This is an optimization exercise on Yosys and OpenROAD, whose aim is small area, not a production implementation.
Only simulation tests tie the RTL to the original design; equivalence was not proved.

==> design/flow/flow/run.sh <==
#!/bin/bash
# The standard layout (the standard.sh: standard synthesis, then ORFS
# floorplan to finish) with two placement/CTS choices changed:
#  - port buffers use the smallest buffer cell (every port still gets one);
#  - clock tree synthesis adds no dummy loads (same buffers and clustering
#    as config.mk asks for).
set -euo pipefail
export BUFFER_PORTS_ARGS="-buffer_cell sky130_fd_sc_hd__buf_1"
export CTS_ARGS="-sink_clustering_enable -repair_clock_nets -dont_use_dummy_load -buf_list sky130_fd_sc_hd__clkbuf_8 -sink_clustering_size 18 -sink_clustering_max_diameter 60"
bash standard.sh > standard.log 2>&1
==> design/flow/standard.sh <==
#!/bin/bash
# synth_recipe.tcl (not shown) runs the flow's synth.tcl, then flattens the netlist and writes it again
# the make line also repeats each setting of config.mk as NAME=value (left out here)
make -C /OpenROAD-flow-scripts/flow DESIGN_CONFIG=/design/flow/config.mk WORK_HOME=/design/flow/orfs CLKGATE_MAP_FILE= SYNTH_SCRIPT=/design/flow/synth_recipe.tcl "${@:-finish}"
==> design/flow/config.mk <==
export PLATFORM = sky130hd
export DESIGN_NAME = bm_noise_out
export DESIGN_NICKNAME = bm_noise_out
export VERILOG_FILES = /design/flow/design.v
export SDC_FILE = /design/flow/constraint.sdc
export NUM_CORES = 4
export LEC_CHECK = 0
export CAP_MARGIN = 20
export CORE_MARGIN = 2
export CORE_UTILIZATION = 40
export CTS_BUF_LIST = sky130_fd_sc_hd__clkbuf_8
export CTS_CLUSTER_DIAMETER = 60
export CTS_CLUSTER_SIZE = 18
export SLEW_MARGIN = 20
export SYNTH_HIERARCHICAL = 1
export SYNTH_MINIMUM_KEEP_SIZE = 0
==> design/flow/constraint.sdc <==
create_clock -name core_clock -period 8.0 [get_ports {clk}]
set_input_delay 1.6000 -clock core_clock [delete_from_list [all_inputs] [get_ports {clk}]]
set_output_delay 1.6000 -clock core_clock [all_outputs]
set_load 0.01 [all_outputs]
==> design/flow/design.v <==
module bm_noise_out #(
   parameter int DEPTH = 8,
   parameter int AW    = 3
) (
   input  logic          clk,
   input  logic          rst_n,
   input  logic          in_valid,
   output logic          in_ready,
   input  logic [16:0]   f,
   input  logic [15:0]   g0,
   input  logic [15:0]   g1,
   output logic          out_valid,
   input  logic          out_ready,
   output logic [15:0]   out_data,
   output logic          out_idx,
   output logic [AW:0]   fifo_level
);
   logic               init_reg;
   logic               s0_valid_reg;
   logic               s1_valid_reg;
   logic               s2_valid_reg;
   logic [AW-1:0]      wr_ptr_reg;
   logic [AW-1:0]      rd_ptr_reg;
   logic [AW:0]        level_reg;
   logic               half_reg;
   logic [16:0]        mem_f  [0:DEPTH-1];
   logic [15:0]        mem_g0 [0:DEPTH-1];
   logic [15:0]        mem_g1 [0:DEPTH-1];
   logic               accept;
   logic               push;
   logic               pop;
   logic [AW+1:0]      occupancy;
   logic [AW-1:0]      mul_slot;
   logic               mul_hi;
   logic [16:0]        mul_f;
   logic [15:0]        mul_g;
   logic [15:0]        mul_x;
   logic [15:0]        out_reg;
   assign occupancy = (AW+2)'(level_reg) + (AW+2)'(s0_valid_reg)
                    + (AW+2)'(s1_valid_reg) + (AW+2)'(s2_valid_reg);
   assign in_ready   = init_reg && (occupancy <= (AW+2)'(DEPTH - 1));
   assign accept     = in_valid && in_ready;
   assign push       = s2_valid_reg;
   assign out_valid  = (level_reg != '0);
   assign pop        = out_valid && out_ready && half_reg;
   assign out_idx    = half_reg;
   assign fifo_level = level_reg;
   assign mul_slot = rd_ptr_reg + AW'(half_reg);
   assign mul_hi   = out_valid && !half_reg;
   assign mul_f    = mem_f[mul_slot];
   assign mul_g    = mul_hi ? mem_g1[mul_slot] : mem_g0[mul_slot];
   logic p1, p2, p3, p4, p5, p6, p7, p8, p9, p10, p11, p12;
   logic p13, p14, p15, p16, p17, p18, p19, p20, p21, p22, p23, p24;
   logic p25, p26, p27, p28, p29, p30, p31, p32, p33, p34, p35, p36;
   logic p37, p38, p39, p40, p41, p42, p43, p44, p45, p46, p47, p48;
   logic p49, p50, p51, p52, p53, p54, p55, p56, p57, p58, p59, p60;
   logic p61, p62, p63, p64, p65, p66, p67, p68, p69, p70, p71, p72;
   logic p73, p74, p75, p76, p77, p78, p79, p80, p81, p82, p83, p84;
   logic p85, p86, p87, p88, p89, p90, p91, p92, p93, p94, p95, p96;
   logic p97, p98, p99, p100, p101, p102, p103, p104, p105, p106, p107, p108;
   logic p109, p110, p111, p112, p113, p114, p115, p116, p117, p118, p119, p120;
   logic p121, p122, p123, p124, p125, p126, p127, p128, p129, p130, p131, p132;
   logic p133, p134, p135, p136, p137, p138, p139, p140, p141, p142, p143, p144;
   logic p145, p146, p147, p148, p149, p150, p151, p152, p153, p154, p155, p156;
   logic p157, p158, p159, p160, p161, p162, p163, p164, p165, p166, p167, p168;
   logic p169, p170, p171, p172, p173, p174, p175, p176, p177, p178, p179, p180;
   logic p181, p182, p183, p184, p185, p186, p187, p188, p189, p190, p191, p192;
   logic p193, p194, p195, p196, p197, p198, p199, p200, p201, p202, p203, p204;
   logic p205, p206, p207, p208, p209, p210, p211, p212, p213, p214, p215, p216;
   logic p217, p218, p219, p220, p221, p222, p223, p224, p225, p226, p227, p228;
   logic p229, p230, p231, p232, p233, p234, p235, p236, p237, p238, p239, p240;
   logic p241, p242, p243, p244, p245, p246, p247, p248, p249, p250, p251, p252;
   logic p253, p254, p255, p256, p257, p258, p259, p260, p261, p262, p263, p264;
   logic p265, p266, p267, p268, p269, p270, p271, p272, s273, c274, s275, c276;
   logic s277, c278, s279, c280, s281, c282, s283, c284, s285, c286, s287, c288;
   logic s289, c290, s291, c292, s293, c294, s295, c296, s297, c298, s299, c300;
   logic s301, c302, s303, c304, s305, c306, s307, c308, s309, c310, s311, c312;
   logic s313, c314, s315, c316, s317, c318, s319, c320, s321, c322, s323, c324;
   logic s325, c326, s327, c328, s329, c330, s331, c332, s333, c334, s335, c336;
   logic s337, c338, s339, c340, s341, c342, s343, c344, s345, c346, s347, c348;
   logic s349, c350, s351, c352, s353, c354, s355, c356, s357, c358, s359, c360;
   logic s361, c362, s363, c364, s365, c366, s367, c368, s369, c370, s371, c372;
   logic s373, c374, s375, c376, s377, c378, s379, c380, s381, c382, s383, c384;
   logic s385, c386, s387, c388, s389, c390, s391, c392, s393, c394, s395, c396;
   logic s397, c398, s399, c400, s401, c402, s403, c404, s405, c406, s407, c408;
   logic s409, c410, s411, c412, s413, c414, s415, c416, s417, c418, s419, c420;
   logic s421, c422, s423, c424, s425, c426, s427, c428, s429, c430, s431, c432;
   logic s433, c434, s435, c436, s437, c438, s439, c440, s441, c442, s443, c444;
   logic s445, c446, s447, c448, s449, c450, s451, c452, s453, c454, s455, c456;
   logic s457, c458, s459, c460, s461, c462, s463, c464, s465, c466, s467, c468;
   logic s469, c470, s471, c472, s473, c474, s475, c476, s477, c478, s479, c480;
   logic s481, c482, s483, c484, s485, c486, s487, c488, s489, c490, s491, c492;
   logic s493, c494, s495, c496, s497, c498, s499, c500, s501, c502, s503, c504;
   logic s505, c506, s507, c508, s509, c510, s511, c512, s513, c514, s515, c516;
   logic s517, c518, s519, c520, s521, c522, s523, c524, s525, c526, s527, c528;
   logic s529, c530, s531, c532, s533, c534, s535, c536, s537, c538, s539, c540;
   logic s541, c542, s543, c544, s545, c546, s547, c548, s549, c550, s551, c552;
   logic s553, c554, s555, c556, s557, c558, s559, c560, s561, c562, s563, c564;
   logic s565, c566, s567, c568, s569, c570, s571, c572, s573, c574, s575, c576;
   logic s577, c578, s579, c580, s581, c582, s583, c584, s585, c586, s587, c588;
   logic s589, c590, s591, c592, s593, c594, s595, c596, s597, c598, s599, c600;
   logic s601, c602, s603, c604, s605, c606, s607, c608, s609, c610, s611, c612;
   logic s613, c614, s615, c616, s617, c618, s619, c620, s621, c622, s623, c624;
   logic s625, c626, s627, c628, s629, c630, s631, c632, s633, c634, s635, c636;
   logic s637, c638, s639, c640, s641, c642, s643, c644, s645, c646, s647, c648;
   logic s649, c650, s651, c652, s653, c654, s655, c656, s657, c658, s659, c660;
   logic s661, c662, s663, c664, s665, c666, s667, c668, s669, c670, s671, c672;
   logic s673, c674, s675, c676, s677, c678, s679, c680, s681, c682, s683, c684;
   logic s685, c686, s687, c688, s689, c690, s691, c692, s693, c694, s695, c696;
   logic s697, c698, s699, c700, s701, c702, s703, c704, s705, c706, s707, c708;
   logic s709, c710, s711, c712, s713, c714, s715, c716, s717, c718, s719, c720;
   logic s721, c722;
   assign p1 = ~(mul_f[0] & mul_g[0]);
   assign p2 = ~(mul_f[0] & mul_g[1]);
   assign p3 = ~(mul_f[0] & mul_g[2]);
   assign p4 = ~(mul_f[0] & mul_g[3]);
   assign p5 = ~(mul_f[0] & mul_g[4]);
   assign p6 = ~(mul_f[0] & mul_g[5]);
   assign p7 = ~(mul_f[0] & mul_g[6]);
   assign p8 = ~(mul_f[0] & mul_g[7]);
   assign p9 = ~(mul_f[0] & mul_g[8]);
   assign p10 = ~(mul_f[0] & mul_g[9]);
   assign p11 = ~(mul_f[0] & mul_g[10]);
   assign p12 = ~(mul_f[0] & mul_g[11]);
   assign p13 = ~(mul_f[0] & mul_g[12]);
   assign p14 = ~(mul_f[0] & mul_g[13]);
   assign p15 = ~(mul_f[0] & mul_g[14]);
   assign p16 = mul_f[0] & mul_g[15];
   assign p17 = ~(mul_f[1] & mul_g[0]);
   assign p18 = ~(mul_f[1] & mul_g[1]);
   assign p19 = ~(mul_f[1] & mul_g[2]);
   assign p20 = ~(mul_f[1] & mul_g[3]);
   assign p21 = ~(mul_f[1] & mul_g[4]);
   assign p22 = ~(mul_f[1] & mul_g[5]);
   assign p23 = ~(mul_f[1] & mul_g[6]);
   assign p24 = ~(mul_f[1] & mul_g[7]);
   assign p25 = ~(mul_f[1] & mul_g[8]);
   assign p26 = ~(mul_f[1] & mul_g[9]);
   assign p27 = ~(mul_f[1] & mul_g[10]);
   assign p28 = ~(mul_f[1] & mul_g[11]);
   assign p29 = ~(mul_f[1] & mul_g[12]);
   assign p30 = ~(mul_f[1] & mul_g[13]);
   assign p31 = ~(mul_f[1] & mul_g[14]);
   assign p32 = mul_f[1] & mul_g[15];
   assign p33 = ~(mul_f[2] & mul_g[0]);
   assign p34 = ~(mul_f[2] & mul_g[1]);
   assign p35 = ~(mul_f[2] & mul_g[2]);
   assign p36 = ~(mul_f[2] & mul_g[3]);
   assign p37 = ~(mul_f[2] & mul_g[4]);
   assign p38 = ~(mul_f[2] & mul_g[5]);
   assign p39 = ~(mul_f[2] & mul_g[6]);
   assign p40 = ~(mul_f[2] & mul_g[7]);
   assign p41 = ~(mul_f[2] & mul_g[8]);
   assign p42 = ~(mul_f[2] & mul_g[9]);
   assign p43 = ~(mul_f[2] & mul_g[10]);
   assign p44 = ~(mul_f[2] & mul_g[11]);
   assign p45 = ~(mul_f[2] & mul_g[12]);
   assign p46 = ~(mul_f[2] & mul_g[13]);
   assign p47 = ~(mul_f[2] & mul_g[14]);
   assign p48 = mul_f[2] & mul_g[15];
   assign p49 = ~(mul_f[3] & mul_g[0]);
   assign p50 = ~(mul_f[3] & mul_g[1]);
   assign p51 = ~(mul_f[3] & mul_g[2]);
   assign p52 = ~(mul_f[3] & mul_g[3]);
   assign p53 = ~(mul_f[3] & mul_g[4]);
   assign p54 = ~(mul_f[3] & mul_g[5]);
   assign p55 = ~(mul_f[3] & mul_g[6]);
   assign p56 = ~(mul_f[3] & mul_g[7]);
   assign p57 = ~(mul_f[3] & mul_g[8]);
   assign p58 = ~(mul_f[3] & mul_g[9]);
   assign p59 = ~(mul_f[3] & mul_g[10]);
   assign p60 = ~(mul_f[3] & mul_g[11]);
   assign p61 = ~(mul_f[3] & mul_g[12]);
   assign p62 = ~(mul_f[3] & mul_g[13]);
   assign p63 = ~(mul_f[3] & mul_g[14]);
   assign p64 = mul_f[3] & mul_g[15];
   assign p65 = ~(mul_f[4] & mul_g[0]);
   assign p66 = ~(mul_f[4] & mul_g[1]);
   assign p67 = ~(mul_f[4] & mul_g[2]);
   assign p68 = ~(mul_f[4] & mul_g[3]);
   assign p69 = ~(mul_f[4] & mul_g[4]);
   assign p70 = ~(mul_f[4] & mul_g[5]);
   assign p71 = ~(mul_f[4] & mul_g[6]);
   assign p72 = ~(mul_f[4] & mul_g[7]);
   assign p73 = ~(mul_f[4] & mul_g[8]);
   assign p74 = ~(mul_f[4] & mul_g[9]);
   assign p75 = ~(mul_f[4] & mul_g[10]);
   assign p76 = ~(mul_f[4] & mul_g[11]);
   assign p77 = ~(mul_f[4] & mul_g[12]);
   assign p78 = ~(mul_f[4] & mul_g[13]);
   assign p79 = ~(mul_f[4] & mul_g[14]);
   assign p80 = mul_f[4] & mul_g[15];
   assign p81 = ~(mul_f[5] & mul_g[0]);
   assign p82 = ~(mul_f[5] & mul_g[1]);
   assign p83 = ~(mul_f[5] & mul_g[2]);
   assign p84 = ~(mul_f[5] & mul_g[3]);
   assign p85 = ~(mul_f[5] & mul_g[4]);
   assign p86 = ~(mul_f[5] & mul_g[5]);
   assign p87 = ~(mul_f[5] & mul_g[6]);
   assign p88 = ~(mul_f[5] & mul_g[7]);
   assign p89 = ~(mul_f[5] & mul_g[8]);
   assign p90 = ~(mul_f[5] & mul_g[9]);
   assign p91 = ~(mul_f[5] & mul_g[10]);
   assign p92 = ~(mul_f[5] & mul_g[11]);
   assign p93 = ~(mul_f[5] & mul_g[12]);
   assign p94 = ~(mul_f[5] & mul_g[13]);
   assign p95 = ~(mul_f[5] & mul_g[14]);
   assign p96 = mul_f[5] & mul_g[15];
   assign p97 = ~(mul_f[6] & mul_g[0]);
   assign p98 = ~(mul_f[6] & mul_g[1]);
   assign p99 = ~(mul_f[6] & mul_g[2]);
   assign p100 = ~(mul_f[6] & mul_g[3]);
   assign p101 = ~(mul_f[6] & mul_g[4]);
   assign p102 = ~(mul_f[6] & mul_g[5]);
   assign p103 = ~(mul_f[6] & mul_g[6]);
   assign p104 = ~(mul_f[6] & mul_g[7]);
   assign p105 = ~(mul_f[6] & mul_g[8]);
   assign p106 = ~(mul_f[6] & mul_g[9]);
   assign p107 = ~(mul_f[6] & mul_g[10]);
   assign p108 = ~(mul_f[6] & mul_g[11]);
   assign p109 = ~(mul_f[6] & mul_g[12]);
   assign p110 = ~(mul_f[6] & mul_g[13]);
   assign p111 = ~(mul_f[6] & mul_g[14]);
   assign p112 = mul_f[6] & mul_g[15];
   assign p113 = ~(mul_f[7] & mul_g[0]);
   assign p114 = ~(mul_f[7] & mul_g[1]);
   assign p115 = ~(mul_f[7] & mul_g[2]);
   assign p116 = ~(mul_f[7] & mul_g[3]);
   assign p117 = ~(mul_f[7] & mul_g[4]);
   assign p118 = ~(mul_f[7] & mul_g[5]);
   assign p119 = ~(mul_f[7] & mul_g[6]);
   assign p120 = ~(mul_f[7] & mul_g[7]);
   assign p121 = ~(mul_f[7] & mul_g[8]);
   assign p122 = ~(mul_f[7] & mul_g[9]);
   assign p123 = ~(mul_f[7] & mul_g[10]);
   assign p124 = ~(mul_f[7] & mul_g[11]);
   assign p125 = ~(mul_f[7] & mul_g[12]);
   assign p126 = ~(mul_f[7] & mul_g[13]);
   assign p127 = ~(mul_f[7] & mul_g[14]);
   assign p128 = mul_f[7] & mul_g[15];
   assign p129 = ~(mul_f[8] & mul_g[0]);
   assign p130 = ~(mul_f[8] & mul_g[1]);
   assign p131 = ~(mul_f[8] & mul_g[2]);
   assign p132 = ~(mul_f[8] & mul_g[3]);
   assign p133 = ~(mul_f[8] & mul_g[4]);
   assign p134 = ~(mul_f[8] & mul_g[5]);
   assign p135 = ~(mul_f[8] & mul_g[6]);
   assign p136 = ~(mul_f[8] & mul_g[7]);
   assign p137 = ~(mul_f[8] & mul_g[8]);
   assign p138 = ~(mul_f[8] & mul_g[9]);
   assign p139 = ~(mul_f[8] & mul_g[10]);
   assign p140 = ~(mul_f[8] & mul_g[11]);
   assign p141 = ~(mul_f[8] & mul_g[12]);
   assign p142 = ~(mul_f[8] & mul_g[13]);
   assign p143 = ~(mul_f[8] & mul_g[14]);
   assign p144 = mul_f[8] & mul_g[15];
   assign p145 = ~(mul_f[9] & mul_g[0]);
   assign p146 = ~(mul_f[9] & mul_g[1]);
   assign p147 = ~(mul_f[9] & mul_g[2]);
   assign p148 = ~(mul_f[9] & mul_g[3]);
   assign p149 = ~(mul_f[9] & mul_g[4]);
   assign p150 = ~(mul_f[9] & mul_g[5]);
   assign p151 = ~(mul_f[9] & mul_g[6]);
   assign p152 = ~(mul_f[9] & mul_g[7]);
   assign p153 = ~(mul_f[9] & mul_g[8]);
   assign p154 = ~(mul_f[9] & mul_g[9]);
   assign p155 = ~(mul_f[9] & mul_g[10]);
   assign p156 = ~(mul_f[9] & mul_g[11]);
   assign p157 = ~(mul_f[9] & mul_g[12]);
   assign p158 = ~(mul_f[9] & mul_g[13]);
   assign p159 = ~(mul_f[9] & mul_g[14]);
   assign p160 = mul_f[9] & mul_g[15];
   assign p161 = ~(mul_f[10] & mul_g[0]);
   assign p162 = ~(mul_f[10] & mul_g[1]);
   assign p163 = ~(mul_f[10] & mul_g[2]);
   assign p164 = ~(mul_f[10] & mul_g[3]);
   assign p165 = ~(mul_f[10] & mul_g[4]);
   assign p166 = ~(mul_f[10] & mul_g[5]);
   assign p167 = ~(mul_f[10] & mul_g[6]);
   assign p168 = ~(mul_f[10] & mul_g[7]);
   assign p169 = ~(mul_f[10] & mul_g[8]);
   assign p170 = ~(mul_f[10] & mul_g[9]);
   assign p171 = ~(mul_f[10] & mul_g[10]);
   assign p172 = ~(mul_f[10] & mul_g[11]);
   assign p173 = ~(mul_f[10] & mul_g[12]);
   assign p174 = ~(mul_f[10] & mul_g[13]);
   assign p175 = ~(mul_f[10] & mul_g[14]);
   assign p176 = mul_f[10] & mul_g[15];
   assign p177 = ~(mul_f[11] & mul_g[0]);
   assign p178 = ~(mul_f[11] & mul_g[1]);
   assign p179 = ~(mul_f[11] & mul_g[2]);
   assign p180 = ~(mul_f[11] & mul_g[3]);
   assign p181 = ~(mul_f[11] & mul_g[4]);
   assign p182 = ~(mul_f[11] & mul_g[5]);
   assign p183 = ~(mul_f[11] & mul_g[6]);
   assign p184 = ~(mul_f[11] & mul_g[7]);
   assign p185 = ~(mul_f[11] & mul_g[8]);
   assign p186 = ~(mul_f[11] & mul_g[9]);
   assign p187 = ~(mul_f[11] & mul_g[10]);
   assign p188 = ~(mul_f[11] & mul_g[11]);
   assign p189 = ~(mul_f[11] & mul_g[12]);
   assign p190 = ~(mul_f[11] & mul_g[13]);
   assign p191 = ~(mul_f[11] & mul_g[14]);
   assign p192 = mul_f[11] & mul_g[15];
   assign p193 = ~(mul_f[12] & mul_g[0]);
   assign p194 = ~(mul_f[12] & mul_g[1]);
   assign p195 = ~(mul_f[12] & mul_g[2]);
   assign p196 = ~(mul_f[12] & mul_g[3]);
   assign p197 = ~(mul_f[12] & mul_g[4]);
   assign p198 = ~(mul_f[12] & mul_g[5]);
   assign p199 = ~(mul_f[12] & mul_g[6]);
   assign p200 = ~(mul_f[12] & mul_g[7]);
   assign p201 = ~(mul_f[12] & mul_g[8]);
   assign p202 = ~(mul_f[12] & mul_g[9]);
   assign p203 = ~(mul_f[12] & mul_g[10]);
   assign p204 = ~(mul_f[12] & mul_g[11]);
   assign p205 = ~(mul_f[12] & mul_g[12]);
   assign p206 = ~(mul_f[12] & mul_g[13]);
   assign p207 = ~(mul_f[12] & mul_g[14]);
   assign p208 = mul_f[12] & mul_g[15];
   assign p209 = ~(mul_f[13] & mul_g[0]);
   assign p210 = ~(mul_f[13] & mul_g[1]);
   assign p211 = ~(mul_f[13] & mul_g[2]);
   assign p212 = ~(mul_f[13] & mul_g[3]);
   assign p213 = ~(mul_f[13] & mul_g[4]);
   assign p214 = ~(mul_f[13] & mul_g[5]);
   assign p215 = ~(mul_f[13] & mul_g[6]);
   assign p216 = ~(mul_f[13] & mul_g[7]);
   assign p217 = ~(mul_f[13] & mul_g[8]);
   assign p218 = ~(mul_f[13] & mul_g[9]);
   assign p219 = ~(mul_f[13] & mul_g[10]);
   assign p220 = ~(mul_f[13] & mul_g[11]);
   assign p221 = ~(mul_f[13] & mul_g[12]);
   assign p222 = ~(mul_f[13] & mul_g[13]);
   assign p223 = ~(mul_f[13] & mul_g[14]);
   assign p224 = mul_f[13] & mul_g[15];
   assign p225 = ~(mul_f[14] & mul_g[0]);
   assign p226 = ~(mul_f[14] & mul_g[1]);
   assign p227 = ~(mul_f[14] & mul_g[2]);
   assign p228 = ~(mul_f[14] & mul_g[3]);
   assign p229 = ~(mul_f[14] & mul_g[4]);
   assign p230 = ~(mul_f[14] & mul_g[5]);
   assign p231 = ~(mul_f[14] & mul_g[6]);
   assign p232 = ~(mul_f[14] & mul_g[7]);
   assign p233 = ~(mul_f[14] & mul_g[8]);
   assign p234 = ~(mul_f[14] & mul_g[9]);
   assign p235 = ~(mul_f[14] & mul_g[10]);
   assign p236 = ~(mul_f[14] & mul_g[11]);
   assign p237 = ~(mul_f[14] & mul_g[12]);
   assign p238 = ~(mul_f[14] & mul_g[13]);
   assign p239 = ~(mul_f[14] & mul_g[14]);
   assign p240 = mul_f[14] & mul_g[15];
   assign p241 = ~(mul_f[15] & mul_g[0]);
   assign p242 = ~(mul_f[15] & mul_g[1]);
   assign p243 = ~(mul_f[15] & mul_g[2]);
   assign p244 = ~(mul_f[15] & mul_g[3]);
   assign p245 = ~(mul_f[15] & mul_g[4]);
   assign p246 = ~(mul_f[15] & mul_g[5]);
   assign p247 = ~(mul_f[15] & mul_g[6]);
   assign p248 = ~(mul_f[15] & mul_g[7]);
   assign p249 = ~(mul_f[15] & mul_g[8]);
   assign p250 = ~(mul_f[15] & mul_g[9]);
   assign p251 = ~(mul_f[15] & mul_g[10]);
   assign p252 = ~(mul_f[15] & mul_g[11]);
   assign p253 = ~(mul_f[15] & mul_g[12]);
   assign p254 = ~(mul_f[15] & mul_g[13]);
   assign p255 = ~(mul_f[15] & mul_g[14]);
   assign p256 = mul_f[15] & mul_g[15];
   assign p257 = ~(mul_f[16] & mul_g[0]);
   assign p258 = ~(mul_f[16] & mul_g[1]);
   assign p259 = ~(mul_f[16] & mul_g[2]);
   assign p260 = ~(mul_f[16] & mul_g[3]);
   assign p261 = ~(mul_f[16] & mul_g[4]);
   assign p262 = ~(mul_f[16] & mul_g[5]);
   assign p263 = ~(mul_f[16] & mul_g[6]);
   assign p264 = ~(mul_f[16] & mul_g[7]);
   assign p265 = ~(mul_f[16] & mul_g[8]);
   assign p266 = ~(mul_f[16] & mul_g[9]);
   assign p267 = ~(mul_f[16] & mul_g[10]);
   assign p268 = ~(mul_f[16] & mul_g[11]);
   assign p269 = ~(mul_f[16] & mul_g[12]);
   assign p270 = ~(mul_f[16] & mul_g[13]);
   assign p271 = ~(mul_f[16] & mul_g[14]);
   assign p272 = mul_f[16] & mul_g[15];
   assign s273 = ~(p14 ^ p29);
   assign c274 = p14 | p29;
   bm_fa u_s275 (.x(p15), .y(p30), .z(p45), .s(s275), .c(c276));
   assign s277 = ~(p60 ^ p75);
   assign c278 = p60 | p75;
   assign s279 = p16 ^ p31;
   assign c280 = p16 & p31;
   bm_fa u_s281 (.x(p46), .y(p61), .z(p76), .s(s281), .c(c282));
   bm_fa u_s283 (.x(p91), .y(p106), .z(p121), .s(s283), .c(c284));
   assign s285 = p32 ^ p47;
   assign c286 = p32 & p47;
   bm_fa u_s287 (.x(p62), .y(p77), .z(p92), .s(s287), .c(c288));
   bm_fa u_s289 (.x(p107), .y(p122), .z(p137), .s(s289), .c(c290));
   assign s291 = ~(p152 ^ p167);
   assign c292 = p152 | p167;
   bm_fa u_s293 (.x(p48), .y(p63), .z(p78), .s(s293), .c(c294));
   bm_fa u_s295 (.x(p93), .y(p108), .z(p123), .s(s295), .c(c296));
   bm_fa u_s297 (.x(p138), .y(p153), .z(p168), .s(s297), .c(c298));
   bm_fa u_s299 (.x(p64), .y(p79), .z(p94), .s(s299), .c(c300));
   bm_fa u_s301 (.x(p109), .y(p124), .z(p139), .s(s301), .c(c302));
   bm_fa u_s303 (.x(p80), .y(p95), .z(p110), .s(s303), .c(c304));
   assign s305 = ~(p10 ^ p25);
   assign c306 = p10 | p25;
   bm_fa u_s307 (.x(p11), .y(p26), .z(p41), .s(s307), .c(c308));
   assign s309 = ~(p56 ^ p71);
   assign c310 = p56 | p71;
   bm_fa u_s311 (.x(p12), .y(p27), .z(p42), .s(s311), .c(c312));
   bm_fa u_s313 (.x(p57), .y(p72), .z(p87), .s(s313), .c(c314));
   assign s315 = ~(p102 ^ p117);
   assign c316 = p102 | p117;
   bm_fa u_s317 (.x(p13), .y(p28), .z(p43), .s(s317), .c(c318));
   bm_fa u_s319 (.x(p58), .y(p73), .z(p88), .s(s319), .c(c320));
   bm_fa u_s321 (.x(p103), .y(p118), .z(p133), .s(s321), .c(c322));
   assign s323 = ~(p148 ^ p163);
   assign c324 = p148 | p163;
   bm_fa u_s325 (.x(p44), .y(p59), .z(p74), .s(s325), .c(c326));
   bm_fa u_s327 (.x(p89), .y(p104), .z(p119), .s(s327), .c(c328));
   bm_fa u_s329 (.x(p134), .y(p149), .z(p164), .s(s329), .c(c330));
   bm_fa u_s331 (.x(p179), .y(p194), .z(p209), .s(s331), .c(c332));
   bm_fa u_s333 (.x(p90), .y(p105), .z(p120), .s(s333), .c(c334));
   bm_fa u_s335 (.x(p135), .y(p150), .z(p165), .s(s335), .c(c336));
   bm_fa u_s337 (.x(p180), .y(p195), .z(p210), .s(s337), .c(c338));
   bm_fa u_s339 (.x(p225), .y(c274), .z(s275), .s(s339), .c(c340));
   bm_fa u_s341 (.x(p136), .y(p151), .z(p166), .s(s341), .c(c342));
   bm_fa u_s343 (.x(p181), .y(p196), .z(p211), .s(s343), .c(c344));
   bm_fa u_s345 (.x(p226), .y(p241), .z(c276), .s(s345), .c(c346));
   bm_fa u_s347 (.x(c278), .y(s279), .z(s281), .s(s347), .c(c348));
   bm_fa u_s349 (.x(p182), .y(p197), .z(p212), .s(s349), .c(c350));
   bm_fa u_s351 (.x(p227), .y(p242), .z(p257), .s(s351), .c(c352));
   bm_fa u_s353 (.x(c280), .y(c282), .z(c284), .s(s353), .c(c354));
   bm_fa u_s355 (.x(s285), .y(s287), .z(s289), .s(s355), .c(c356));
   bm_fa u_s357 (.x(p183), .y(p198), .z(p213), .s(s357), .c(c358));
   bm_fa u_s359 (.x(p228), .y(p243), .z(p258), .s(s359), .c(c360));
   bm_fa u_s361 (.x(c286), .y(c288), .z(c290), .s(s361), .c(c362));
   bm_fa u_s363 (.x(c292), .y(s293), .z(s295), .s(s363), .c(c364));
   bm_fa u_s365 (.x(p154), .y(p169), .z(p184), .s(s365), .c(c366));
   bm_fa u_s367 (.x(p199), .y(p214), .z(p229), .s(s367), .c(c368));
   bm_fa u_s369 (.x(p244), .y(p259), .z(c294), .s(s369), .c(c370));
   bm_fa u_s371 (.x(c296), .y(c298), .z(s299), .s(s371), .c(c372));
   bm_fa u_s373 (.x(p125), .y(p140), .z(p155), .s(s373), .c(c374));
   bm_fa u_s375 (.x(p170), .y(p185), .z(p200), .s(s375), .c(c376));
   bm_fa u_s377 (.x(p215), .y(p230), .z(p245), .s(s377), .c(c378));
   bm_fa u_s379 (.x(p260), .y(c300), .z(c302), .s(s379), .c(c380));
   bm_fa u_s381 (.x(p96), .y(p111), .z(p126), .s(s381), .c(c382));
   bm_fa u_s383 (.x(p141), .y(p156), .z(p171), .s(s383), .c(c384));
   bm_fa u_s385 (.x(p186), .y(p201), .z(p216), .s(s385), .c(c386));
   bm_fa u_s387 (.x(p231), .y(p246), .z(p261), .s(s387), .c(c388));
   bm_fa u_s389 (.x(p112), .y(p127), .z(p142), .s(s389), .c(c390));
   bm_fa u_s391 (.x(p157), .y(p172), .z(p187), .s(s391), .c(c392));
   bm_fa u_s393 (.x(p202), .y(p217), .z(p232), .s(s393), .c(c394));
   bm_fa u_s395 (.x(p128), .y(p143), .z(p158), .s(s395), .c(c396));
   bm_fa u_s397 (.x(p173), .y(p188), .z(p203), .s(s397), .c(c398));
   bm_fa u_s399 (.x(p144), .y(p159), .z(p174), .s(s399), .c(c400));
   assign s401 = ~(p7 ^ p22);
   assign c402 = p7 | p22;
   bm_fa u_s403 (.x(p8), .y(p23), .z(p38), .s(s403), .c(c404));
   assign s405 = ~(p53 ^ p68);
   assign c406 = p53 | p68;
   bm_fa u_s407 (.x(p9), .y(p24), .z(p39), .s(s407), .c(c408));
   bm_fa u_s409 (.x(p54), .y(p69), .z(p84), .s(s409), .c(c410));
   assign s411 = ~(p99 ^ p114);
   assign c412 = p99 | p114;
   bm_fa u_s413 (.x(p40), .y(p55), .z(p70), .s(s413), .c(c414));
   bm_fa u_s415 (.x(p85), .y(p100), .z(p115), .s(s415), .c(c416));
   bm_fa u_s417 (.x(p130), .y(p145), .z(s305), .s(s417), .c(c418));
   bm_fa u_s419 (.x(p86), .y(p101), .z(p116), .s(s419), .c(c420));
   bm_fa u_s421 (.x(p131), .y(p146), .z(p161), .s(s421), .c(c422));
   bm_fa u_s423 (.x(c306), .y(s307), .z(s309), .s(s423), .c(c424));
   bm_fa u_s425 (.x(p132), .y(p147), .z(p162), .s(s425), .c(c426));
   bm_fa u_s427 (.x(p177), .y(c308), .z(c310), .s(s427), .c(c428));
   bm_fa u_s429 (.x(s311), .y(s313), .z(s315), .s(s429), .c(c430));
   bm_fa u_s431 (.x(p178), .y(p193), .z(c312), .s(s431), .c(c432));
   bm_fa u_s433 (.x(c314), .y(c316), .z(s317), .s(s433), .c(c434));
   bm_fa u_s435 (.x(s319), .y(s321), .z(s323), .s(s435), .c(c436));
   bm_fa u_s437 (.x(c318), .y(c320), .z(c322), .s(s437), .c(c438));
   bm_fa u_s439 (.x(c324), .y(s325), .z(s327), .s(s439), .c(c440));
   bm_fa u_s441 (.x(s329), .y(s331), .z(s273), .s(s441), .c(c442));
   bm_fa u_s443 (.x(c326), .y(c328), .z(c330), .s(s443), .c(c444));
   bm_fa u_s445 (.x(c332), .y(s333), .z(s335), .s(s445), .c(c446));
   bm_fa u_s447 (.x(s337), .y(s277), .z(s339), .s(s447), .c(c448));
   bm_fa u_s449 (.x(c334), .y(c336), .z(c338), .s(s449), .c(c450));
   bm_fa u_s451 (.x(s341), .y(s343), .z(s283), .s(s451), .c(c452));
   bm_fa u_s453 (.x(c340), .y(s345), .z(s347), .s(s453), .c(c454));
   bm_fa u_s455 (.x(c342), .y(c344), .z(s349), .s(s455), .c(c456));
   bm_fa u_s457 (.x(s351), .y(s291), .z(c346), .s(s457), .c(c458));
   bm_fa u_s459 (.x(c348), .y(s353), .z(s355), .s(s459), .c(c460));
   bm_fa u_s461 (.x(c350), .y(c352), .z(s357), .s(s461), .c(c462));
   bm_fa u_s463 (.x(s359), .y(s297), .z(c354), .s(s463), .c(c464));
   bm_fa u_s465 (.x(c356), .y(s361), .z(s363), .s(s465), .c(c466));
   bm_fa u_s467 (.x(c358), .y(c360), .z(s365), .s(s467), .c(c468));
   bm_fa u_s469 (.x(s367), .y(s301), .z(c362), .s(s469), .c(c470));
   bm_fa u_s471 (.x(c364), .y(s369), .z(s371), .s(s471), .c(c472));
   bm_fa u_s473 (.x(c366), .y(c368), .z(s373), .s(s473), .c(c474));
   bm_fa u_s475 (.x(s375), .y(s377), .z(s303), .s(s475), .c(c476));
   bm_fa u_s477 (.x(c370), .y(c372), .z(s379), .s(s477), .c(c478));
   bm_fa u_s479 (.x(c374), .y(c376), .z(c378), .s(s479), .c(c480));
   bm_fa u_s481 (.x(c304), .y(s381), .z(s383), .s(s481), .c(c482));
   bm_fa u_s483 (.x(s385), .y(s387), .z(c380), .s(s483), .c(c484));
   bm_fa u_s485 (.x(p247), .y(p262), .z(c382), .s(s485), .c(c486));
   bm_fa u_s487 (.x(c384), .y(c386), .z(c388), .s(s487), .c(c488));
   bm_fa u_s489 (.x(s389), .y(s391), .z(s393), .s(s489), .c(c490));
   bm_fa u_s491 (.x(p218), .y(p233), .z(p248), .s(s491), .c(c492));
   bm_fa u_s493 (.x(p263), .y(c390), .z(c392), .s(s493), .c(c494));
   bm_fa u_s495 (.x(c394), .y(s395), .z(s397), .s(s495), .c(c496));
   bm_fa u_s497 (.x(p189), .y(p204), .z(p219), .s(s497), .c(c498));
   bm_fa u_s499 (.x(p234), .y(p249), .z(p264), .s(s499), .c(c500));
   bm_fa u_s501 (.x(c396), .y(c398), .z(s399), .s(s501), .c(c502));
   bm_fa u_s503 (.x(p160), .y(p175), .z(p190), .s(s503), .c(c504));
   bm_fa u_s505 (.x(p205), .y(p220), .z(p235), .s(s505), .c(c506));
   bm_fa u_s507 (.x(p250), .y(p265), .z(c400), .s(s507), .c(c508));
   bm_fa u_s509 (.x(p176), .y(p191), .z(p206), .s(s509), .c(c510));
   bm_fa u_s511 (.x(p221), .y(p236), .z(p251), .s(s511), .c(c512));
   bm_fa u_s513 (.x(p192), .y(p207), .z(p222), .s(s513), .c(c514));
   assign s515 = ~(p5 ^ p20);
   assign c516 = p5 | p20;
   bm_fa u_s517 (.x(p6), .y(p21), .z(p36), .s(s517), .c(c518));
   assign s519 = ~(p51 ^ p66);
   assign c520 = p51 | p66;
   bm_fa u_s521 (.x(p37), .y(p52), .z(p67), .s(s521), .c(c522));
   bm_fa u_s523 (.x(p82), .y(p97), .z(s401), .s(s523), .c(c524));
   bm_fa u_s525 (.x(p83), .y(p98), .z(p113), .s(s525), .c(c526));
   bm_fa u_s527 (.x(c402), .y(s403), .z(s405), .s(s527), .c(c528));
   bm_fa u_s529 (.x(p129), .y(c404), .z(c406), .s(s529), .c(c530));
   bm_fa u_s531 (.x(s407), .y(s409), .z(s411), .s(s531), .c(c532));
   bm_fa u_s533 (.x(c408), .y(c410), .z(c412), .s(s533), .c(c534));
   bm_fa u_s535 (.x(s413), .y(s415), .z(s417), .s(s535), .c(c536));
   bm_fa u_s537 (.x(c414), .y(c416), .z(s419), .s(s537), .c(c538));
   bm_fa u_s539 (.x(s421), .y(c418), .z(s423), .s(s539), .c(c540));
   bm_fa u_s541 (.x(c420), .y(c422), .z(s425), .s(s541), .c(c542));
   bm_fa u_s543 (.x(c424), .y(s427), .z(s429), .s(s543), .c(c544));
   bm_fa u_s545 (.x(c426), .y(c428), .z(c430), .s(s545), .c(c546));
   bm_fa u_s547 (.x(s431), .y(s433), .z(s435), .s(s547), .c(c548));
   bm_fa u_s549 (.x(c432), .y(c434), .z(c436), .s(s549), .c(c550));
   bm_fa u_s551 (.x(s437), .y(s439), .z(s441), .s(s551), .c(c552));
   bm_fa u_s553 (.x(c438), .y(c440), .z(c442), .s(s553), .c(c554));
   bm_fa u_s555 (.x(s443), .y(s445), .z(s447), .s(s555), .c(c556));
   bm_fa u_s557 (.x(c444), .y(c446), .z(s449), .s(s557), .c(c558));
   bm_fa u_s559 (.x(s451), .y(c448), .z(s453), .s(s559), .c(c560));
   bm_fa u_s561 (.x(c450), .y(c452), .z(s455), .s(s561), .c(c562));
   bm_fa u_s563 (.x(s457), .y(c454), .z(s459), .s(s563), .c(c564));
   bm_fa u_s565 (.x(c456), .y(s461), .z(c458), .s(s565), .c(c566));
   bm_fa u_s567 (.x(s463), .y(c460), .z(s465), .s(s567), .c(c568));
   bm_fa u_s569 (.x(c462), .y(s467), .z(c464), .s(s569), .c(c570));
   bm_fa u_s571 (.x(s469), .y(c466), .z(s471), .s(s571), .c(c572));
   bm_fa u_s573 (.x(c468), .y(s473), .z(s475), .s(s573), .c(c574));
   bm_fa u_s575 (.x(c470), .y(c472), .z(s477), .s(s575), .c(c576));
   bm_fa u_s577 (.x(c474), .y(c476), .z(s479), .s(s577), .c(c578));
   bm_fa u_s579 (.x(s481), .y(c478), .z(s483), .s(s579), .c(c580));
   bm_fa u_s581 (.x(c480), .y(c482), .z(s485), .s(s581), .c(c582));
   bm_fa u_s583 (.x(s487), .y(s489), .z(c484), .s(s583), .c(c584));
   bm_fa u_s585 (.x(s491), .y(c486), .z(c488), .s(s585), .c(c586));
   bm_fa u_s587 (.x(c490), .y(s493), .z(s495), .s(s587), .c(c588));
   bm_fa u_s589 (.x(c492), .y(s497), .z(s499), .s(s589), .c(c590));
   bm_fa u_s591 (.x(c494), .y(c496), .z(s501), .s(s591), .c(c592));
   bm_fa u_s593 (.x(c498), .y(c500), .z(s503), .s(s593), .c(c594));
   bm_fa u_s595 (.x(s505), .y(c502), .z(s507), .s(s595), .c(c596));
   bm_fa u_s597 (.x(p266), .y(c504), .z(c506), .s(s597), .c(c598));
   bm_fa u_s599 (.x(s509), .y(s511), .z(c508), .s(s599), .c(c600));
   bm_fa u_s601 (.x(p237), .y(p252), .z(p267), .s(s601), .c(c602));
   bm_fa u_s603 (.x(c510), .y(c512), .z(s513), .s(s603), .c(c604));
   bm_fa u_s605 (.x(p208), .y(p223), .z(p238), .s(s605), .c(c606));
   bm_fa u_s607 (.x(p253), .y(p268), .z(c514), .s(s607), .c(c608));
   bm_fa u_s609 (.x(p224), .y(p239), .z(p254), .s(s609), .c(c610));
   assign s611 = ~(p4 ^ p19);
   assign c612 = p4 | p19;
   bm_fa u_s613 (.x(p35), .y(p50), .z(p65), .s(s613), .c(c614));
   bm_fa u_s615 (.x(p81), .y(c516), .z(s517), .s(s615), .c(c616));
   bm_fa u_s617 (.x(c518), .y(c520), .z(s521), .s(s617), .c(c618));
   bm_fa u_s619 (.x(c522), .y(s525), .z(c524), .s(s619), .c(c620));
   bm_fa u_s621 (.x(c526), .y(c528), .z(s529), .s(s621), .c(c622));
   bm_fa u_s623 (.x(c530), .y(c532), .z(s533), .s(s623), .c(c624));
   bm_fa u_s625 (.x(c534), .y(s537), .z(c536), .s(s625), .c(c626));
   bm_fa u_s627 (.x(c538), .y(s541), .z(c540), .s(s627), .c(c628));
   bm_fa u_s629 (.x(c542), .y(c544), .z(s545), .s(s629), .c(c630));
   bm_fa u_s631 (.x(c546), .y(c548), .z(s549), .s(s631), .c(c632));
   bm_fa u_s633 (.x(c550), .y(c552), .z(s553), .s(s633), .c(c634));
   bm_fa u_s635 (.x(c554), .y(s557), .z(c556), .s(s635), .c(c636));
   bm_fa u_s637 (.x(c558), .y(s561), .z(c560), .s(s637), .c(c638));
   bm_fa u_s639 (.x(c562), .y(s565), .z(c564), .s(s639), .c(c640));
   bm_fa u_s641 (.x(c566), .y(s569), .z(c568), .s(s641), .c(c642));
   bm_fa u_s643 (.x(s573), .y(c570), .z(c572), .s(s643), .c(c644));
   bm_fa u_s645 (.x(c574), .y(s577), .z(c576), .s(s645), .c(c646));
   bm_fa u_s647 (.x(c578), .y(s581), .z(s583), .s(s647), .c(c648));
   bm_fa u_s649 (.x(c582), .y(s585), .z(s587), .s(s649), .c(c650));
   bm_fa u_s651 (.x(s589), .y(c586), .z(c588), .s(s651), .c(c652));
   bm_fa u_s653 (.x(c590), .y(s593), .z(c592), .s(s653), .c(c654));
   bm_fa u_s655 (.x(c594), .y(s597), .z(c596), .s(s655), .c(c656));
   bm_fa u_s657 (.x(s601), .y(c598), .z(s603), .s(s657), .c(c658));
   bm_fa u_s659 (.x(c602), .y(s605), .z(c604), .s(s659), .c(c660));
   bm_fa u_s661 (.x(p269), .y(c606), .z(s609), .s(s661), .c(c662));
   bm_fa u_s663 (.x(p240), .y(p255), .z(p270), .s(s663), .c(c664));
   assign s665 = ~(p3 ^ p18);
   assign c666 = p3 | p18;
   bm_fa u_s667 (.x(p34), .y(p49), .z(s611), .s(s667), .c(c668));
   bm_fa u_s669 (.x(c612), .y(s613), .z(s515), .s(s669), .c(c670));
   bm_fa u_s671 (.x(c614), .y(s519), .z(s615), .s(s671), .c(c672));
   bm_fa u_s673 (.x(c616), .y(s617), .z(s523), .s(s673), .c(c674));
   bm_fa u_s675 (.x(c618), .y(s527), .z(s619), .s(s675), .c(c676));
   bm_fa u_s677 (.x(s531), .y(c620), .z(s621), .s(s677), .c(c678));
   bm_fa u_s679 (.x(c622), .y(s623), .z(s535), .s(s679), .c(c680));
   bm_fa u_s681 (.x(c624), .y(s539), .z(s625), .s(s681), .c(c682));
   bm_fa u_s683 (.x(s543), .y(c626), .z(s627), .s(s683), .c(c684));
   bm_fa u_s685 (.x(s547), .y(c628), .z(s629), .s(s685), .c(c686));
   bm_fa u_s687 (.x(s551), .y(c630), .z(s631), .s(s687), .c(c688));
   bm_fa u_s689 (.x(c632), .y(s633), .z(s555), .s(s689), .c(c690));
   bm_fa u_s691 (.x(c634), .y(s559), .z(s635), .s(s691), .c(c692));
   bm_fa u_s693 (.x(s563), .y(c636), .z(s637), .s(s693), .c(c694));
   bm_fa u_s695 (.x(s567), .y(c638), .z(s639), .s(s695), .c(c696));
   bm_fa u_s697 (.x(s571), .y(c640), .z(s641), .s(s697), .c(c698));
   bm_fa u_s699 (.x(s575), .y(c642), .z(s643), .s(s699), .c(c700));
   bm_fa u_s701 (.x(s579), .y(c644), .z(s645), .s(s701), .c(c702));
   bm_fa u_s703 (.x(c580), .y(c646), .z(s647), .s(s703), .c(c704));
   bm_fa u_s705 (.x(c584), .y(s649), .z(c648), .s(s705), .c(c706));
   bm_fa u_s707 (.x(s591), .y(c650), .z(s651), .s(s707), .c(c708));
   bm_fa u_s709 (.x(s595), .y(c652), .z(s653), .s(s709), .c(c710));
   bm_fa u_s711 (.x(s599), .y(c654), .z(s655), .s(s711), .c(c712));
   bm_fa u_s713 (.x(c600), .y(s657), .z(c656), .s(s713), .c(c714));
   bm_fa u_s715 (.x(s607), .y(c658), .z(s659), .s(s715), .c(c716));
   bm_fa u_s717 (.x(c608), .y(s661), .z(c660), .s(s717), .c(c718));
   bm_fa u_s719 (.x(c610), .y(s663), .z(c662), .s(s719), .c(c720));
   bm_fa u_s721 (.x(p256), .y(p271), .z(c664), .s(s721), .c(c722));
   logic [32:0] ra, rb, sum;
   assign ra = {1'b0, c722, c720, c718, c716, c714, c712, c710, c708, c706, c704, c702, c700, c698, c696, c694, c692, c690, c688, c686, c684, c682, c680, c678, c676, c674, c672, c670, c668, c666, s665, p2, p1};
   assign rb = {1'b1, p272, s721, s719, s717, s715, s713, s711, s709, s707, s705, s703, s701, s699, s697, s695, s693, s691, s689, s687, s685, s683, s681, s679, s677, s675, s673, s671, s669, s667, p33, p17, 1'b1};
   assign sum = ra + rb + 33'd1;
   assign mul_x = ~sum[32:17];
   assign out_data = out_valid ? out_reg : 16'h0000;
   always_ff @(posedge clk or negedge rst_n) begin
      if (!rst_n) begin
         init_reg     <= 1'b0;
         s0_valid_reg <= 1'b0;
         s1_valid_reg <= 1'b0;
         s2_valid_reg <= 1'b0;
         wr_ptr_reg   <= '0;
         rd_ptr_reg   <= '0;
         level_reg    <= '0;
         half_reg     <= 1'b0;
      end else begin
         init_reg     <= 1'b1;
         s0_valid_reg <= accept;
         s1_valid_reg <= s0_valid_reg;
         s2_valid_reg <= s1_valid_reg;
         if (accept) wr_ptr_reg <= wr_ptr_reg + AW'(1);
         if (pop)    rd_ptr_reg <= rd_ptr_reg + AW'(1);
         level_reg <= level_reg + (AW+1)'(push) - (AW+1)'(pop);
         if (out_valid && out_ready) half_reg <= ~half_reg;
      end
   end
   always_ff @(posedge clk) begin
      if (!out_valid || out_ready) out_reg <= mul_x;
   end
   always_ff @(posedge clk) begin
      if (accept) begin
         mem_f[wr_ptr_reg]  <= f;
         mem_g0[wr_ptr_reg] <= g0;
         mem_g1[wr_ptr_reg] <= g1;
      end
   end
endmodule
module bm_fa (
   input  logic x, y, z,
   output logic s, c
);
   assign s = x ^ y ^ z;
   assign c = (x & y) | (x & z) | (y & z);
endmodule
==> results of run 1 <==
[how the worst max path moves through the flow]
stage                              from          end  slack, ps  depth (start not counted)
after floorplan                half_reg  out_reg[15]        490                         24
after global placement    rd_ptr_reg[0]  out_reg[15]        390                         24
after detailed placement  rd_ptr_reg[0]  out_reg[15]        310                         24
after CTS                      half_reg  out_reg[15]        250                         24
after global routing      rd_ptr_reg[0]  out_reg[15]         70                         22
final                     rd_ptr_reg[0]  out_reg[15]        380                         21
[per-stage QoR]
step	hold slack [ps]	util	worst slack, ps
4_1_cts	404	0.436	247
5_1_grt	413	0.436	68.8
3_5_place_dp	391	0.429	309
6_report	399	0.436	375
3_3_place_gp	383	0.429	389
2_1_floorplan	372	-	487
[repair_timing]
action                                  4_1_cts  5_1_grt
hold buffers                                  0        0
endpoints found under the setup margin        0        2
gates resized for setup                       0        1
setup buffers                                 0        1
[synth_stat cells, types with 6 or more instances]
cell type	instances
a21o_1	21
a21oi_1	35
and2_1	29
and3_1	6
buf_2	32
clkbuf_1	24
dfrtp_1	15
edfxtp_1	408
fa_1	212
ha_1	58
inv_1	43
mux4_2	111
nand2_1	295
nand3_1	10
nor2_1	14
nor2b_1	18
o21a_1	7
xnor2_1	12
xor2_1	8
[worst reg2reg max path, cell delays in order (launching register included)]
cell	delay, ps
dfrtp_1	440
ha_4	390
buf_4	280
mux4_2	550
mux4_2	580
buf_4	250
nand2_1	110
fa_1	440
fa_1	500
fa_1	430
fa_1	450
fa_1	440
fa_1	430
ha_1	390
a21o_1	190
a21o_1	160
a21oi_1	300
nand3_1	140
a311o_4	460
a31oi_4	170
nand2b_2	90
a21o_1	170
[modules after synthesis, one instance, submodules excluded]
module,flops+latches,copies in the design
bm_fa,0,209
bm_noise_out,423,1
[cells by family after synthesis]
family	after synthesis
simple gates	401
fa+ha+maj	270
mux	113
buf+inv	110
other cells	1
flops	423
compound gates	92
xor+xnor	20
[final cells by class]
cell class / count / area, µm²
Fill cell: 5035 / 32500
Sequential cell: 423 / 12600
Multi-Input combinational cell: 897 / 10200
Tap cell: 765 / 957
Timing Repair Buffer: 127 / 754
Clock buffer: 31 / 427
Inverter: 43 / 161
Antenna cell: 2 / 5.00
[layer usage]
metal / up-vias / share of wire
li1: 5336 / -
met1: 6672 / 0.42
met2: 319 / 0.50
met3: 74 / 0.054
met4: 2 / 0.023
met5: - / 0.00025
==> flow_summary.ini, run 1 <==
[synthesis]
syn_area_um2 = 23200
synthTopCellsByArea = edfxtp_1 53%, fa_1 18%, mux4_2 11%
synth-seq-cells = 423
syn_inst = 1430
synthArstFlopShare = 0.0355
yosys_warnings = 7
synth_top_area_share = 0.528
synth-compound-area-share = 0.0287
synth_fa_ha_area_frac = 0.214
yosys.area_share.simple = 0.0755
synth_ff_type = edfxtp_1
synth_top_family_by_area = adder cells
synth.distinct_cells = 58
synth-xor-area-share = 0.00754
synth_top_area_cell = edfxtp_1
synth-seq-area-share = 0.544
synth.mux.area_fraction = 0.109
syn-num-nets = 1753
synth_edf_count = 408
postSynthAreaPerCell_um2 = 16.2

[worst_setup_path]
reg2reg_slack_ps = 380
rr_startpoint = rd_ptr_reg[0]
crit_path_start_kind = flip-flop
cp.required_ps = 8350
crit_chain = ha_4 > buf_4 > mux4_2 > mux4_2 > buf_4 > nand2_1 > fa_1 > fa_1 > fa_1 > fa_1 > fa_1 > fa_1 > ha_1 > a21o_1 > a21o_1 > a21oi_1 > nand3_1 > a311o_4 > a31oi_4 > nand2b_2 > a21o_1
r2r-end = out_reg[15]
cp_slowest_stage_delay_ps = 580
crit_buf_inv = 2
cp-end-kind = flip-flop
reg2reg_depth = 21
cpMostUsedCell = fa_1
slowest_stage = mux4_2
cp_max_fo = 14
arrival_ps = 7970
cp_top_family = adder cells
critical_path_class = flip-flop to flip-flop

[global_routing]
globalRoute.totalOverflow = 0
grt-busiest-layer = met2
global_route.usage.met1 = 0.239
grt_pass1_wl_mm = 81.0
grt_pass1_vias = 13400
grt_use_met2 = 0.307
met3_usage = 0.0300
track_usage = 0.180
antenna_found_initial = 2
grt_start_max_net_pins = 50

[sta]
relSlewSlack = 0.338
setup_tns_ps = 0
rsz0062_at_grt = no
drv_slew = 0
tightest_slew_ps = 992
final.setup_skew_ps = 92.7
timing.final.crit_share = 0.953
finalCriticalPeriod_ps = 7620
fmax_ghz = 0.131
hold_violations = 0
finalSetupViolCount = 0

[min_path]
min_path_type = flip-flop to flip-flop
hold_end = s2_valid_reg
hold_depth = 0
min_from = s1_valid_reg

[place]
postPlaceCellArea_um2 = 24700
gp_congestion = 0.867
port_buffers = 75
place_inst = 2254
dp_hpwl_mm = 34.9

[final_layout]
area_growth_pct = 8.22
finalNetCount = 1846
final_cell_mix = 408 x edfxtp_1, 294 x nand2_1, 212 x fa_1, 111 x mux4_2, 75 x buf_1
regMostFlops = mem_f
final_common_cell = edfxtp_1
reg.largest.list = mem_f: 136 flops, mem_g0: 128 flops, mem_g1: 128 flops
fin_area_um2 = 25100
drive_above_1_share = 0.150
final_cells = 2288
largest_reg_flops = 136

[drt]
routed_wl_mm = 52.8
wl_per_cell_um = 23.1
vias = 12400
drc_errors = 0
via_per_inst = 5.42
ant_nets = 0
drtPass1Iterations = 5
drt_iter0_markers = 871

[floorplan]
initial_core_util = 0.403
chipHeight_um = 245
die_area_um2 = 60000
row_count = 88
die_w_um = 245
coreArea_um2 = 57600
io_pins = 76

[clock_network]
clk_pin_slew_ps = 90
cts_sinks = 423
cts_buffer_depth = 3
clkLatencyLatePin_ps = 640
root_buffer = clkbuf_8
cts_tree = done
htree_levels = 1
numCtsBuffers = 31

[job]
drv_cap = 0

[status]
run_status = complete, no violations
==> run 2, diff against run 1 <==
==> design/flow/flow/run.sh (replaced) <==
#!/bin/bash
# The standard layout (the standard.sh: standard synthesis, then ORFS
# floorplan to finish) with some placement/CTS choices changed:
#  - port buffers use the smallest buffer cell (every port still gets one);
#  - clock tree synthesis adds no dummy loads (same buffers and clustering
#    as config.mk asks for);
#  - after synthesis, the resizer may insert only the small buffers.
set -euo pipefail
bash standard.sh synth > synth.log 2>&1
export BUFFER_PORTS_ARGS="-buffer_cell sky130_fd_sc_hd__buf_1"
export CTS_ARGS="-sink_clustering_enable -repair_clock_nets -dont_use_dummy_load -buf_list sky130_fd_sc_hd__clkbuf_8 -sink_clustering_size 18 -sink_clustering_max_diameter 60"
export DONT_USE_CELLS="sky130_fd_sc_hd__buf_8 sky130_fd_sc_hd__buf_12 sky130_fd_sc_hd__buf_16"
bash standard.sh > standard.log 2>&1
==> flow_summary.ini, run 2 <==
[sta]
hold_violations = 0
finalSetupViolCount = 0
setup_tns_ps = 0
timing.final.crit_share = 0.953
relSlewSlack = 0.338
final.setup_skew_ps = 92.7
rsz0062_at_grt = no
drv_slew = 0
tightest_slew_ps = 992
fmax_ghz = 0.131
finalCriticalPeriod_ps = 7620

[global_routing]
grt_use_met2 = 0.307
global_route.usage.met1 = 0.239
grt-busiest-layer = met2
track_usage = 0.180
grt_start_max_net_pins = 50
grt_pass1_wl_mm = 81.0
globalRoute.totalOverflow = 0
antenna_found_initial = 2
met3_usage = 0.0300
grt_pass1_vias = 13400

[drt]
wl_per_cell_um = 23.1
drc_errors = 0
via_per_inst = 5.42
vias = 12400
drtPass1Iterations = 5
routed_wl_mm = 52.8
drt_iter0_markers = 871
ant_nets = 0

[final_layout]
final_cell_mix = 408 x edfxtp_1, 294 x nand2_1, 212 x fa_1, 111 x mux4_2, 75 x buf_1
area_growth_pct = 8.22
drive_above_1_share = 0.150
finalNetCount = 1846
regMostFlops = mem_f
final_common_cell = edfxtp_1
largest_reg_flops = 136
n_fill_cell = 5035
final_util = 0.436
reg.largest.list = mem_f: 136 flops, mem_g0: 128 flops, mem_g1: 128 flops

[synthesis]
yosys_warnings = 7
synth_edf_count = 408
syn_inst = 1430
synthTopCellsByArea = edfxtp_1 53%, fa_1 18%, mux4_2 11%
synth-seq-cells = 423
synthTopCellsByCount = 408 x edfxtp_1, 295 x nand2_1, 212 x fa_1
syn-num-nets = 1753
synthArstFlopShare = 0.0355
synth-seq-area-share = 0.544
synth_ff_type = edfxtp_1
synth_top_area_share = 0.528
yosysMostFrequentCell = edfxtp_1
postSynthAreaPerCell_um2 = 16.2
synth_top_area_cell = edfxtp_1
syn_area_um2 = 23200
synth.distinct_cells = 58

[worst_setup_path]
cp_max_fo = 14
critical_path_class = flip-flop to flip-flop
cp.required_ps = 8350
arrival_ps = 7970
crit_path_start_kind = flip-flop
cp-end-kind = flip-flop

[floorplan]
initial_core_util = 0.403
chipHeight_um = 245
row_count = 88
die_w_um = 245
coreArea_um2 = 57600
io_pins = 76
die_area_um2 = 60000

[clock_network]
cts_sinks = 423
root_buffer = clkbuf_8
clkLatencyLatePin_ps = 640
postCtsHoldBufs = 0
clk_pin_slew_ps = 90
cts_tree = done
numCtsBuffers = 31
cts_buffer_depth = 3
htree_levels = 1

[min_path]
min_path_type = flip-flop to flip-flop

[job]
drv_cap = 0

[place]
gp_congestion = 0.867
dp_hpwl_mm = 34.9
port_buffers = 75

[status]
run_status = complete, no violations
-- run 2: cell counts after synthesis --
Identical to the previous run, type by type.
-- run 2: metal layers --
metal  routed length, µm  up-vias
li1                    -     5336
met1               22100     6672
met2               26600      319
met3                2850       74
met4                1210        2
met5                  13        -
-- run 2: layout make-up --
cell class              count  area, µm²  area share
inverters                  43        161     0.00642
flip-flops and latches    423      12600       0.503
multi-input cells         897      10200       0.406
diodes                      2       5.00    0.000199
repair buffers            127        754      0.0300
clock buffers              31        427      0.0170
well taps                 765        957      0.0381
-- run 2: worst max-delay path, stage by stage, from the launching register on --
cell and delay (ps):
dfrtp_1 440, ha_4 390, buf_4 280, mux4_2 550, mux4_2 580, buf_4 250
nand2_1 110, fa_1 440, fa_1 490, fa_1 430, fa_1 450, fa_1 440
fa_1 430, ha_1 390, a21o_1 180, a21o_1 160, a21oi_1 300, nand3_1 140
a311o_4 460, a31oi_4 170, nand2b_2 90, a21o_1 170
-- run 2: through the flow --
step / cells / hold slack (ps) / setup slack, ps / cell area (µm²)
2_1_floorplan: 1430 / 372 / 487 / 23200
3_3_place_gp: 2254 / 383 / 389 / 24700
3_5_place_dp: 2254 / 391 / 309 / 24700
4_1_cts: 2285 / 404 / 247 / 25100
5_1_grt: 2287 / 413 / 68.8 / 25100
6_report: 2288 / 399 / 375 / 25100
-- run 2: Yosys stat by module, one instance, submodules excluded --
module        flip-flops and latches  cells
bm_fa                              0      1
bm_noise_out                     423   1221
-- run 2: cells by family (layout without fill, tap and decap cells) --
| family | count (synthesis) | in the layout | synth area share |
|---|---|---|---|
| and+or+nand+nor | 401 | 401 | 0.0755 |
| AOI/OAI and AO/OA | 92 | 92 | 0.0287 |
| xor gates and xnor gates | 20 | 20 | 0.00754 |
| other | 1 | 3 | 0.000162 |
| DFF | 423 | 423 | 0.544 |
| muxes | 113 | 113 | 0.109 |
| adders and majority gates | 270 | 270 | 0.214 |
| buffers and inverters | 110 | 201 | 0.0215 |
-- run 2: worst paths after layout --
kind                               startpoint       endpoint  slack, ps  cells past startpoint
worst min-delay path             s1_valid_reg   s2_valid_reg        400                      0
worst max register to register  rd_ptr_reg[0]    out_reg[15]        380                     21
max in group asynchronous               rst_n   level_reg[1]       6280                      1
min in group asynchronous               rst_n  wr_ptr_reg[1]       1090                      1
worst min register to register   s1_valid_reg   s2_valid_reg        400                      0
worst max-delay path            rd_ptr_reg[0]    out_reg[15]        380                     21
-- run 2: what timing repair did --
item,in CTS,in global routing
setup endpoints to repair,0,2
setup buffers,0,1
gates resized for setup,0,1
==> run 3, diff against run 2 <==
--- a/design/flow/flow/run.sh
+++ b/design/flow/flow/run.sh
@@ -11,3 +11,3 @@
 export CTS_ARGS="-sink_clustering_enable -repair_clock_nets -dont_use_dummy_load -buf_list sky130_fd_sc_hd__clkbuf_8 -sink_clustering_size 18 -sink_clustering_max_diameter 60"
-export DONT_USE_CELLS="sky130_fd_sc_hd__buf_8 sky130_fd_sc_hd__buf_12 sky130_fd_sc_hd__buf_16"
+export DONT_USE_CELLS="sky130_fd_sc_hd__buf_4 sky130_fd_sc_hd__buf_6 sky130_fd_sc_hd__buf_8 sky130_fd_sc_hd__buf_12 sky130_fd_sc_hd__buf_16"
 bash standard.sh > standard.log 2>&1
==> flow_summary.ini, run 3 <==
[drt]
drt_iter0_markers = 871
routed_wl_mm = 52.8
drtPass1Iterations = 5
drc_errors = 0
vias = 12400
wl_per_cell_um = 23.1
via_per_inst = 5.42
ant_nets = 0

[synthesis]
synth_edf_count = 408
syn-num-nets = 1753
synth_ff_type = edfxtp_1
synth-seq-area-share = 0.544
syn_area_um2 = 23200
yosysMostFrequentCell = edfxtp_1
synth.distinct_cells = 58
synthTopCellsByArea = edfxtp_1 53%, fa_1 18%, mux4_2 11%
yosys_warnings = 7
synthArstFlopShare = 0.0355
synth-seq-cells = 423
synth_top_area_cell = edfxtp_1
synth_top_area_share = 0.528
postSynthAreaPerCell_um2 = 16.2
syn_inst = 1430
synthTopCellsByCount = 408 x edfxtp_1, 295 x nand2_1, 212 x fa_1

[floorplan]
row_count = 88
initial_core_util = 0.403
coreArea_um2 = 57600
chipHeight_um = 245
io_pins = 76
die_w_um = 245
die_area_um2 = 60000

[place]
place_inst = 2254
port_buffers = 75
dp_hpwl_mm = 34.9
gp_congestion = 0.867

[min_path]
hold_end = s2_valid_reg
hold_depth = 0
min_from = s1_valid_reg
min_path_type = flip-flop to flip-flop

[clock_network]
numCtsBuffers = 31
cts_tree = done
cts_sinks = 423
htree_levels = 1
root_buffer = clkbuf_8
postCtsHoldBufs = 0
clkLatencyLatePin_ps = 640
cts_buffer_depth = 3
clk_pin_slew_ps = 90

[worst_setup_path]
cp.required_ps = 8350
reg2reg_depth = 21
cp-end-kind = flip-flop
arrival_ps = 7970
critical_path_class = flip-flop to flip-flop
cp_max_fo = 14
rr_startpoint = rd_ptr_reg[0]
reg2reg_slack_ps = 380
r2r-end = out_reg[15]
crit_path_start_kind = flip-flop

[final_layout]
area_growth_pct = 8.22
regMostFlops = mem_f
largest_reg_flops = 136
finalNetCount = 1846
final_util = 0.436
final_cells = 2288
final_cell_mix = 408 x edfxtp_1, 294 x nand2_1, 212 x fa_1, 111 x mux4_2, 75 x buf_1
reg.largest.list = mem_f: 136 flops, mem_g0: 128 flops, mem_g1: 128 flops
drive_above_1_share = 0.150
final_common_cell = edfxtp_1

[sta]
tightest_slew_ps = 992
finalCriticalPeriod_ps = 7620
hold_violations = 0
rsz0062_at_grt = no
relSlewSlack = 0.338
setup_tns_ps = 0
timing.final.crit_share = 0.953
drv_slew = 0
finalSetupViolCount = 0
fmax_ghz = 0.131
final.setup_skew_ps = 92.7

[global_routing]
grt_pass1_vias = 13400
globalRoute.totalOverflow = 0
track_usage = 0.180
grt_start_max_net_pins = 50
antenna_found_initial = 2
grt_pass1_wl_mm = 81.0

[status]
run_status = complete, no violations

[job]
drv_cap = 0
run 3: cell counts after synthesis:
No cell type changed its count.
run 3: metrics by stage:
step	setup WS, ps	instance area (µm²)	hold slack [ps]
after global placement	389	24700	383
final	375	25100	399
after global routing	68.8	25100	413
after floorplan	487	23200	372
after detailed placement	309	24700	391
after CTS	247	25100	404
run 3: how the worst max path moves through the flow:
stage / start / endpoint / slack, ps / cells past startpoint
4_1_cts: half_reg / out_reg[15] / 250 / 24
2_1_floorplan: half_reg / out_reg[15] / 490 / 24
6_report: rd_ptr_reg[0] / out_reg[15] / 380 / 21
3_5_place_dp: rd_ptr_reg[0] / out_reg[15] / 310 / 24
3_3_place_gp: rd_ptr_reg[0] / out_reg[15] / 390 / 24
5_1_grt: rd_ptr_reg[0] / out_reg[15] / 70 / 22
run 3: kinds of logic after synthesis:
logic type               after synthesis  synth area share
flip-flops                           423             0.544
AO/OA/AOI/OAI                         92            0.0287
buffers and inverters                110            0.0215
AND/OR/NAND/NOR                      401            0.0755
multiplexers                         113             0.109
XOR/XNOR                              20           0.00754
other                                  1          0.000162
adder cells (fa/ha/maj)              270             0.214
run 3: routing by layer:
layer | vias to the layer above | routed length (µm) | track usage
met4 | 2 | 1210 | 0.0486
met2 | 319 | 26600 | 0.307
met5 | - | 13 | 0
met1 | 6672 | 22100 | 0.239
met3 | 74 | 2850 | 0.0300
li1 | 5336 | - | -
run 3: critical path, cell delays in order (launching register included):
cell      delay (ps)
dfrtp_1          440
ha_4             390
buf_4            280
mux4_2           550
mux4_2           580
buf_4            250
nand2_1          110
fa_1             440
fa_1             490
fa_1             430
fa_1             450
fa_1             440
fa_1             430
ha_1             390
a21o_1           180
a21o_1           160
a21oi_1          300
nand3_1          140
a311o_4          460
a31oi_4          170
nand2b_2          90
a21o_1           170
run 3: per-module statistics from Yosys (local to each module, per instance):
module | flip-flops and latches | cells inside
bm_noise_out | 423 | 1221
bm_fa | 0 | 1
run 3: what timing repair did:
action,in CTS,in global routing
buffers inserted,0,1
endpoints found under the setup margin,0,2
gates resized for setup,0,1
run 3: layout make-up:
type | count | area, µm²
Timing Repair Buffer | 127 | 754
Sequential cell | 423 | 12600
Inverter | 43 | 161
Multi-Input combinational cell | 897 | 10200
Antenna cell | 2 | 5.00
Tap cell | 765 | 957
Fill cell | 5035 | 32500
Clock buffer | 31 | 427

## what the ideal ports hide
The results above use ideal ports. As a check the final layouts listed here were re-extracted and re-timed, cells and wires unchanged. Step 1 sets driving cells, clkbuf_16 on the clock port and buf_2 on the other inputs (assumed; they add their load-dependent delay and slew). Step 2 also shifts input and output timing later by t, the mid clock arrival at the registers, as if the neighbouring blocks saw the same clock. Slacks: ideal / step 1 / step 2; pairs: ideal / step 1.
| run | shift t [ns] | setup WS [ns] | worst register clock-pin slew, ns | worst slew at a driven data input, ns |
|---|---|---|---|---|
| run 1 | 0.648 | 0.375 / 0.375 / 0.375 | 0.11 / 0.11 | 0.08 |
| run 2 | 0.648 | 0.375 / 0.375 / 0.375 | 0.11 / 0.11 | 0.08 |
| run 3 | 0.648 | 0.375 / 0.375 / 0.375 | 0.11 / 0.11 | 0.08 |
After both steps setup and hold are still met in every run listed.
